This is an optimization exercise on Yosys and OpenROAD, whose aim is small area, a short achievable clock period and few clock cycles per item, not a production implementation. Where RTL was checked, it was by simulation tests only, not by an equivalence proof against the original. Power and IR drop assume default switching activity.

Setup of the previous run:
==> flow/design.v <==
package mul256_pkg;
  localparam int OP_W   = 260;
  localparam int PROD_W = 520;
  localparam int ADDR_W = 6;
endpackage
module mul256_op_seq #(
  parameter int TIMEOUT = 1023
) (
  input  logic              clk,
  input  logic              rst,
  input  logic              cmd_valid,
  output logic              cmd_ready,
  input  logic [mul256_pkg::ADDR_W-1:0] cmd_a,
  input  logic [mul256_pkg::ADDR_W-1:0] cmd_b,
  input  logic [mul256_pkg::ADDR_W-1:0] cmd_dst,
  output logic              busy,
  output logic              done,
  output logic              err,
  output logic              op_read,
  output logic [mul256_pkg::ADDR_W-1:0] op_raddr,
  input  logic [mul256_pkg::OP_W-1:0]   op_rdata,
  output logic              op_write,
  output logic [mul256_pkg::ADDR_W-1:0] op_waddr,
  output logic [mul256_pkg::OP_W-1:0]   op_wdata,
  input  logic              op_wready,
  output logic              mul_start,
  output logic [mul256_pkg::OP_W-1:0]   mul_a,
  output logic [mul256_pkg::OP_W-1:0]   mul_b,
  input  logic              mul_done,
  input  logic [mul256_pkg::PROD_W-1:0] mul_p
);
  localparam int OW    = mul256_pkg::OP_W;
  localparam int AW    = mul256_pkg::ADDR_W;
  localparam int CNT_W = $clog2(TIMEOUT + 1);
  logic            jw_q, jw_n;    
  logic            jl_q, jl_n;    
  logic            jh_q, jh_n;    
  logic            jx_q, jx_n;    
  logic [AW-1:0]   jdst_q, jdst_n, jdst1_q, jdst1_n;
  logic [CNT_W-1:0] cnt_q, cnt_n;
  logic            nv_q, nv_n;
  logic [AW-1:0]   na_q, na_n, nb_q, nb_n, ndst_q, ndst_n;
  logic            pa_q, pa_n;    
  logic            ra_q, ra_n;    
  logic            rb_q, rb_n;    
  logic            fa_i_q, fb_i_q;   
  logic            fa_w_q;           
  logic            fa_h_q;           
  logic            fb_h_q;           
  logic            fhw_q;            
  logic            fd_q;             
  logic            fs_i_q, fs_h_q;   
  logic            tmo_q;            
  logic            busy_q;
  logic [AW-1:0]   raddr_q, waddr_q;
  logic [OW-1:0]   ra_reg, rh_reg;
  localparam int NSL = 38;
  localparam int SLW = (OW + NSL - 1) / NSL;
  logic [NSL-1:0]  selw_q, sell_q;
  logic            accept, start, w_done, lo_stall, hi_ok;
  logic            need_a, have_a, hzw, hzh, hzbh, fa_h_n, fb_h_n;
  assign w_done    = jw_q && mul_done;
  assign lo_stall  = w_done && !op_wready;
  assign hi_ok     = fd_q && op_wready;                
  assign start     = fs_i_q || (fs_h_q && op_wready);
  assign cmd_ready = !nv_q || start;
  assign accept    = cmd_valid && cmd_ready;
  assign done      = hi_ok;
  assign err       = tmo_q && !mul_done;
  assign busy      = busy_q;
  assign mul_start = start;
  assign op_write  = w_done || jl_q || (fhw_q && !(fb_h_q && op_wready));
  assign op_read   = fa_i_q || fb_i_q || (fa_w_q && !mul_done) || fa_h_q ||
                     (fb_h_q && op_wready);
  assign op_raddr  = raddr_q;
  assign op_waddr  = waddr_q;
  for (genvar g = 0; g < NSL; g++) begin : g_wd
    mul256_op_seq_bit u_selw (.clk(clk), .d(!rst && jw_n), .q(selw_q[g]));
    mul256_op_seq_bit u_sell (.clk(clk), .d(!rst && jl_n), .q(sell_q[g]));
    for (genvar i = g * SLW; i < (g + 1) * SLW && i < OW; i++) begin : g_bit
      assign op_wdata[i] = selw_q[g] ? mul_p[i] : (sell_q[g] ? ra_reg[i] : rh_reg[i]);
    end
  end
  assign mul_a     = ra_reg;
  assign mul_b     = op_rdata;
  always_comb begin
    jw_n = (jw_q && !mul_done && !tmo_q) || start;
    jl_n = (jl_q || w_done) && !op_wready;
    jh_n = (jh_q && !hi_ok) || ((jl_q || w_done) && op_wready);
    jx_n = fhw_q && !op_wready;
    jdst_n  = start ? ndst_q : jdst_q;
    jdst1_n = start ? ndst_q + AW'(1) : jdst1_q;
    cnt_n   = start ? '0 : (jw_q ? cnt_q + CNT_W'(1) : cnt_q);
    nv_n   = (nv_q && !start) || accept;
    na_n   = accept ? cmd_a   : na_q;
    nb_n   = accept ? cmd_b   : nb_q;
    ndst_n = accept ? cmd_dst : ndst_q;
    pa_n   = !start && !lo_stall && (pa_q || ra_q);
    ra_n   = fa_i_q || (fa_w_q && !mul_done) || fa_h_q;
    rb_n   = fb_i_q || (fb_h_q && op_wready);
    need_a = nv_n && !pa_n && !ra_n;
    have_a = nv_n && (pa_n || ra_n);
    hzw    = (na_n == jdst_n) || (na_n == jdst1_n);
    hzh    = (na_n == jdst1_n);
    hzbh   = (nb_n == jdst1_n);
    fa_h_n = jh_n && !jx_n && need_a && !hzh;
    fb_h_n = jh_n && !jx_n && !(need_a && !hzh) && have_a && !rb_n && !hzbh;
  end
  always_ff @(posedge clk) begin
    if (rst) begin
      jw_q   <= 1'b0;
      jl_q   <= 1'b0;
      jh_q   <= 1'b0;
      jx_q   <= 1'b0;
      nv_q   <= 1'b0;
      pa_q   <= 1'b0;
      ra_q   <= 1'b0;
      rb_q   <= 1'b0;
      fa_i_q <= 1'b0;
      fb_i_q <= 1'b0;
      fa_w_q <= 1'b0;
      fa_h_q <= 1'b0;
      fb_h_q <= 1'b0;
      fhw_q  <= 1'b0;
      fd_q   <= 1'b0;
      fs_i_q <= 1'b0;
      fs_h_q <= 1'b0;
      tmo_q  <= 1'b0;
      busy_q <= 1'b0;
    end else begin
      jw_q   <= jw_n;
      jl_q   <= jl_n;
      jh_q   <= jh_n;
      jx_q   <= jx_n;
      nv_q   <= nv_n;
      pa_q   <= pa_n;
      ra_q   <= ra_n;
      rb_q   <= rb_n;
      fa_i_q <= !(jw_n || jl_n || jh_n) && need_a;
      fb_i_q <= !(jw_n || jl_n || jh_n) && have_a && !rb_n;
      fa_w_q <= jw_n && need_a && !hzw;
      fa_h_q <= fa_h_n;
      fb_h_q <= fb_h_n;
      fhw_q  <= jh_n && !fa_h_n;
      fd_q   <= jh_n && !fa_h_n && !fb_h_n;
      fs_i_q <= !(jw_n || jl_n || jh_n) && nv_n && pa_n && rb_n;
      fs_h_q <= jh_n && nv_n && pa_n && rb_n;
      tmo_q  <= jw_n && !start && (cnt_n == CNT_W'(TIMEOUT));
      busy_q <= nv_n || jw_n || jl_n || jh_n;
    end
  end
  always_ff @(posedge clk) begin
    jdst_q  <= jdst_n;
    jdst1_q <= jdst1_n;
    cnt_q   <= cnt_n;
    na_q    <= na_n;
    nb_q    <= nb_n;
    ndst_q  <= ndst_n;
    raddr_q <= (fb_h_n || (!(jw_n || jl_n || jh_n) && have_a)) ? nb_n : na_n;
    waddr_q <= jh_n ? jdst1_n : jdst_n;
  end
  always_ff @(posedge clk) begin
    if (lo_stall)  ra_reg <= mul_p[OW-1:0];
    else if (ra_q) ra_reg <= op_rdata;
  end
  always_ff @(posedge clk) begin
    if (jw_q) rh_reg <= mul_p[2*OW-1:OW];
  end
endmodule
module mul256_op_seq_bit (
  input  logic clk,
  input  logic d,
  output logic q
);
  always_ff @(posedge clk) q <= d;
endmodule
==> flow/config.mk <==
export PLATFORM = sky130hd
export DESIGN_NAME = mul256_op_seq
export DESIGN_NICKNAME = mul256_op_seq
export VERILOG_FILES = /design/flow/design.v
export SDC_FILE = /design/flow/constraint.sdc
export NUM_CORES = 4
export LEC_CHECK = 0
export CAP_MARGIN = 20
export CORE_AREA = 10 10 590 590
export DIE_AREA = 0 0 600 600
export PLACE_DENSITY = 0.8
export SETUP_SLACK_MARGIN = 2.2
export SLEW_MARGIN = 20
export SYNTH_HIERARCHICAL = 1
export SYNTH_MINIMUM_KEEP_SIZE = 0
==> flow/constraint.sdc <==
create_clock -name core_clock -period 4.5 [get_ports {clk}]
set_input_delay 0.9000 -clock core_clock [delete_from_list [all_inputs] [get_ports {clk}]]
set_output_delay 0.9000 -clock core_clock [all_outputs]
set_load 0.01 [all_outputs]
standard.sh (not shown) runs the stock make flow with config.mk's settings and CLKGATE_MAP_FILE= SYNTH_SCRIPT=/design/flow/synth_recipe.tcl, a recipe that flattens the netlist after the stock synthesis.
==> flow/flow/run.sh <==
#!/bin/bash
# Standard layout, except that
#  - the port buffers are the smallest buffer cell instead of the
#    clock-delay cell buffer_ports picks by default;
#  - each bit's data pins are placed next to each other (flow/pins.tcl).
#  - clock tree synthesis adds no dummy loads.
set -euo pipefail
export BUFFER_PORTS_ARGS="-buffer_cell sky130_fd_sc_hd__buf_1"
export PRE_IO_PLACEMENT_TCL="$PWD/flow/pins.tcl"
export CTS_ARGS="-sink_clustering_enable -repair_clock_nets -dont_use_dummy_load -sink_clustering_size 20 -sink_clustering_max_diameter 60"
bash standard.sh > standard_flow.log 2>&1
==> flow/flow/pins.tcl <==
for {set i 0} {$i < 260} {incr i} {
  set hi [expr {$i + 260}]
  set_io_pin_constraint -group -order -pin_names [list \
    "mul_b\[$i\]" "op_rdata\[$i\]" "mul_a\[$i\]" \
    "mul_p\[$i\]" "op_wdata\[$i\]" "mul_p\[$hi\]"]
}
Testbench counts of the previous run, summed over its fixed seeds: cycles 13,465, items 1,600.
The following lists how the current run was set up differently from the previous run:
--- a/flow/design.v
+++ b/flow/design.v
@@ -49,32 +49,35 @@
   logic            fb_h_q;           
   logic            fhw_q;            
   logic            fd_q;             
   logic            fs_i_q, fs_h_q;   
   logic            tmo_q;            
   logic            busy_q;
+  logic            rdx_q;            
+  logic            wrx_q;            
+  logic            wb_q;             
+  logic            crx_q;            
   logic [AW-1:0]   raddr_q, waddr_q;
   logic [OW-1:0]   ra_reg, rh_reg;
   localparam int NSL = 38;
   localparam int SLW = (OW + NSL - 1) / NSL;
   logic [NSL-1:0]  selw_q, sell_q;
   logic            accept, start, w_done, lo_stall, hi_ok;
   logic            need_a, have_a, hzw, hzh, hzbh, fa_h_n, fb_h_n;
   assign w_done    = jw_q && mul_done;
   assign lo_stall  = w_done && !op_wready;
   assign hi_ok     = fd_q && op_wready;                
   assign start     = fs_i_q || (fs_h_q && op_wready);
-  assign cmd_ready = !nv_q || start;
+  assign cmd_ready = crx_q || (fs_h_q && op_wready);
   assign accept    = cmd_valid && cmd_ready;
   assign done      = hi_ok;
   assign err       = tmo_q && !mul_done;
   assign busy      = busy_q;
   assign mul_start = start;
-  assign op_write  = w_done || jl_q || (fhw_q && !(fb_h_q && op_wready));
-  assign op_read   = fa_i_q || fb_i_q || (fa_w_q && !mul_done) || fa_h_q ||
-                     (fb_h_q && op_wready);
+  assign op_write  = w_done || wrx_q || (wb_q && !op_wready);
+  assign op_read   = rdx_q || (fa_w_q && !mul_done) || (fb_h_q && op_wready);
   assign op_raddr  = raddr_q;
   assign op_waddr  = waddr_q;
   for (genvar g = 0; g < NSL; g++) begin : g_wd
     mul256_op_seq_bit u_selw (.clk(clk), .d(!rst && jw_n), .q(selw_q[g]));
     mul256_op_seq_bit u_sell (.clk(clk), .d(!rst && jl_n), .q(sell_q[g]));
     for (genvar i = g * SLW; i < (g + 1) * SLW && i < OW; i++) begin : g_bit
@@ -124,12 +127,16 @@
       fhw_q  <= 1'b0;
       fd_q   <= 1'b0;
       fs_i_q <= 1'b0;
       fs_h_q <= 1'b0;
       tmo_q  <= 1'b0;
       busy_q <= 1'b0;
+      rdx_q  <= 1'b0;
+      wrx_q  <= 1'b0;
+      wb_q   <= 1'b0;
+      crx_q  <= 1'b1;
     end else begin
       jw_q   <= jw_n;
       jl_q   <= jl_n;
       jh_q   <= jh_n;
       jx_q   <= jx_n;
       nv_q   <= nv_n;
@@ -144,12 +151,16 @@
       fhw_q  <= jh_n && !fa_h_n;
       fd_q   <= jh_n && !fa_h_n && !fb_h_n;
       fs_i_q <= !(jw_n || jl_n || jh_n) && nv_n && pa_n && rb_n;
       fs_h_q <= jh_n && nv_n && pa_n && rb_n;
       tmo_q  <= jw_n && !start && (cnt_n == CNT_W'(TIMEOUT));
       busy_q <= nv_n || jw_n || jl_n || jh_n;
+      rdx_q  <= !(jw_n || jl_n || jh_n) && nv_n && (need_a || !rb_n) || fa_h_n;
+      wrx_q  <= jl_n || (jh_n && !fa_h_n && !fb_h_n);
+      wb_q   <= fb_h_n;
+      crx_q  <= !nv_n || (!(jw_n || jl_n || jh_n) && nv_n && pa_n && rb_n);
     end
   end
   always_ff @(posedge clk) begin
     jdst_q  <= jdst_n;
     jdst1_q <= jdst1_n;
     cnt_q   <= cnt_n;
Findings:
- The power share of the combinational group number comes out lower for the current run vs the previous run.
- Delta (the current run minus the previous run): final worst slack fell by 72 ps; clock power went up about 18%; total power up 5.4%; area fraction in compound gates after synthesis has remained practically unchanged; share of the clock period used by the worst path shows an increase of 1.6 points.
For the current run, only the layout was checked, not whether the RTL still works.

-- afterwards: timing with drivers on the ports --
How much do the figures lean on ideal ports? The routed layouts below were timed once more, with nothing changed but the port constraints.
Step 1: set_driving_cell puts a clkbuf_16 on clk and a buf_2 on each other input, an assumption about the parent block.
Step 2 times the ports against the registers' clock, not the clock port: input delays grow and output delays shrink by t, the midpoint of the rising clock arrivals with the driver on.
Slacks: ideal ports / drivers / drivers and shift; pairs: ideal ports / drivers.
run | t (ns) | setup WS [ns] | hold slack, ns | worst setup path at the end | worst register clock-pin slew, ns
the previous run | 0.788 | 1.855 / 1.732 / 1.367 | 0.315 / 0.270 / 0.505 | input to register | 0.09 / 0.09
the current run | 0.843 | 1.783 / 1.693 / 1.379 | 0.263 / 0.208 / 0.508 | input to register | 0.08 / 0.08
After both steps every run listed still meets setup and hold. For the previous run, which loses most, drivers alone change the setup slack by -0.123 ns; drivers and shift together by -0.488 ns.
